What follows belongs to an exercise in optimizing a design on an open flow for small area, a short achievable clock period and few clock cycles per item; a production flow would make more cautious choices. RTL that was checked went through simulation tests only; none was proved equivalent to the original.

Design air_quality_index_classifier, start of the top module:
module air_quality_index_classifier (
  input  logic        clk,
  input  logic        rst_n,
  input  logic        in_valid,
  output logic        in_ready,
  input  logic        in_pollutant,
  input  logic [15:0] in_concentration_tenths,
  output logic        out_valid,
  input  logic        out_ready,
  output logic [9:0]  out_index_value,
  output logic [2:0]  out_category,
  input  logic        cfg_valid,
  output logic        cfg_ready,
  input  logic [1:0]  cfg_index_scheme
);
For scale: about 1,300 cells after synthesis, ~53 flip-flops, about 8500 um^2 of cells after synthesis.
==> flow/config.mk <==
export PLATFORM = sky130hd
export DESIGN_NAME = air_quality_index_classifier
export DESIGN_NICKNAME = air_quality_index_classifier
export VERILOG_FILES = /design/flow/design.v
export SDC_FILE = /design/flow/constraint.sdc
export NUM_CORES = 4
export LEC_CHECK = 0
export ABC_AREA = 1
export CAP_MARGIN = 20
export CORE_MARGIN = 2
export CORE_UTILIZATION = 40
export SETUP_SLACK_MARGIN = 5
export SLEW_MARGIN = 20
export TNS_END_PERCENT = 0
==> flow/constraint.sdc <==
create_clock -name core_clock -period 10.0 [get_ports {clk}]
set_input_delay 2.0000 -clock core_clock [delete_from_list [all_inputs] [get_ports {clk}]]
set_output_delay 2.0000 -clock core_clock [all_outputs]
set_load 0.01 [all_outputs]
run.sh (not shown) runs the stock make flow with config.mk's settings and CLKGATE_MAP_FILE= SYNTH_SCRIPT=/design/flow/synth_recipe.tcl, a recipe that flattens the netlist after the stock synthesis.
Testbench counts at the start, summed over its fixed seeds: cycles 8,072, items 8,000.
Next try:
--- a/flow/design.v
+++ b/flow/design.v
@@ -172,22 +172,22 @@
       default: ;
     endcase
   end
 endmodule
 module aqic_mul (
   input  logic [9:0] x,
   input  logic [17:0] dig,
   input  logic [22:0] a,
   output logic [9:0]  ra,
   output logic [9:0]  rb,
-  output logic [4:0]  lg,
-  output logic [4:0]  lp
+  output logic [2:0]  lg,
+  output logic [2:0]  lp
 );
   logic pp0_0;
   logic pp0_1;
   logic pp0_2;
   logic pp0_3;
   logic pp0_4;
   logic pp0_5;
   logic pp0_6;
   logic pp0_7;
   logic pp0_8;
@@ -975,37 +975,33 @@
   assign ra[5] = fc104;
   assign rb[5] = fs105;
   assign ra[6] = fc106;
   assign rb[6] = fs107;
   assign ra[7] = fc108;
   assign rb[7] = hs109;
   assign ra[8] = hc110;
   assign rb[8] = a[21];
   assign ra[9] = a[22];
   assign rb[9] = 1'b0;
-  assign lg[0] = (g0_2 | (p0_2 & (g0_1 | (p0_1 & g0_0))));
-  assign lp[0] = (p0_2 & (p0_1 & p0_0));
-  assign lg[1] = (g0_5 | (p0_5 & (g0_4 | (p0_4 & g0_3))));
-  assign lp[1] = (p0_5 & (p0_4 & p0_3));
-  assign lg[2] = (g0_8 | (p0_8 & (g0_7 | (p0_7 & g0_6))));
-  assign lp[2] = (p0_8 & (p0_7 & p0_6));
-  assign lg[3] = (g0_11 | (p0_11 & (g0_10 | (p0_10 & g0_9))));
-  assign lp[3] = (p0_11 & (p0_10 & p0_9));
-  assign lg[4] = g0_12;
-  assign lp[4] = p0_12;
+  assign lg[0] = (g0_4 | (p0_4 & (g0_3 | (p0_3 & (g0_2 | (p0_2 & (g0_1 | (p0_1 & g0_0))))))));
+  assign lp[0] = (p0_4 & (p0_3 & (p0_2 & (p0_1 & p0_0))));
+  assign lg[1] = (g0_9 | (p0_9 & (g0_8 | (p0_8 & (g0_7 | (p0_7 & (g0_6 | (p0_6 & g0_5))))))));
+  assign lp[1] = (p0_9 & (p0_8 & (p0_7 & (p0_6 & p0_5))));
+  assign lg[2] = (g0_12 | (p0_12 & (g0_11 | (p0_11 & g0_10))));
+  assign lp[2] = (p0_12 & (p0_11 & p0_10));
 endmodule
 module aqic_cin (
-  input  logic [4:0] lg,
-  input  logic [4:0] lp,
+  input  logic [2:0] lg,
+  input  logic [2:0] lp,
   output logic       cin
 );
-  assign cin = (lg[4] | (lp[4] & (lg[3] | (lp[3] & (lg[2] | (lp[2] & (lg[1] | (lp[1] & lg[0]))))))));
+  assign cin = (lg[2] | (lp[2] & (lg[1] | (lp[1] & lg[0]))));
 endmodule
 module air_quality_index_classifier (
   input  logic        clk,
   input  logic        rst_n,
   input  logic        in_valid,
   output logic        in_ready,
   input  logic        in_pollutant,
   input  logic [15:0] in_concentration_tenths,
   output logic        out_valid,
   input  logic        out_ready,
@@ -1019,21 +1015,21 @@
   logic [1:0]  scheme_r;
   logic        va_r, out_valid_r;
   logic [7:0]  sel_nxt, sel_r;
   logic [9:0] x_a_r;
   logic [17:0] dig_nxt;
   logic [22:0] a_nxt;
   logic [2:0]  cat_nxt;
   logic        dbl;
   logic [9:0] x_m;
   logic [9:0]  ra_nxt, rb_nxt, ra_r, rb_r;
-  logic [4:0]  lg_nxt, lp_nxt, lg_r, lp_r;
+  logic [2:0]  lg_nxt, lp_nxt, lg_r, lp_r;
   logic        cin;
   logic [2:0]  out_cat_r;
   assign adv       = !out_valid_r || out_ready;
   assign in_ready  = adv;
   assign cfg_ready = 1'b1;
   always_ff @(posedge clk) begin
     if (!rst_n) begin
       scheme_r    <= aqic_pkg::SCHEME_RESET;
       va_r        <= 1'b0;
       out_valid_r <= 1'b0;
Worst hold slack is better by 0.014 ns.
Synthesized area shrinks by 1.3%.
Wire length shrinks by about 5%.
Utilization grows by 0.87 points.
Final area shrinks by 0.66%.
Setup slack is worse by 0.13 ns.
Only the layout flow was run in the second run of this note; the RTL was not checked for function there.

[separate check: timing with driven ports]
No port has a modelled driver above. Below, the same layouts with a new extraction and two added sets of constraints.
Step 1 (the two cells are an assumption about what drives the block):
set clk [get_ports {clk}]
set_driving_cell -lib_cell sky130_fd_sc_hd__clkbuf_16 $clk
set_driving_cell -lib_cell sky130_fd_sc_hd__buf_2 [delete_from_list [all_inputs] $clk]
Step 2, shift: input delay + t, output delay - t, t = (earliest + latest rising clock arrival at the registers) / 2. This alone moves slack from input paths to output paths.
Slacks: ideal ports / drivers / drivers and shift; pairs: ideal ports / drivers.
run	t (ns)	setup WS [ns]	worst hold slack (ns)	worst register clock-pin slew, ns
the first run	0.349	4.959 / 4.935 / 4.633	0.459 / 0.459 / 0.459	0.08 / 0.08
the second run	0.350	4.828 / 4.852 / 4.502	0.473 / 0.473 / 0.473	0.07 / 0.07
After both steps every run listed still meets setup and hold.
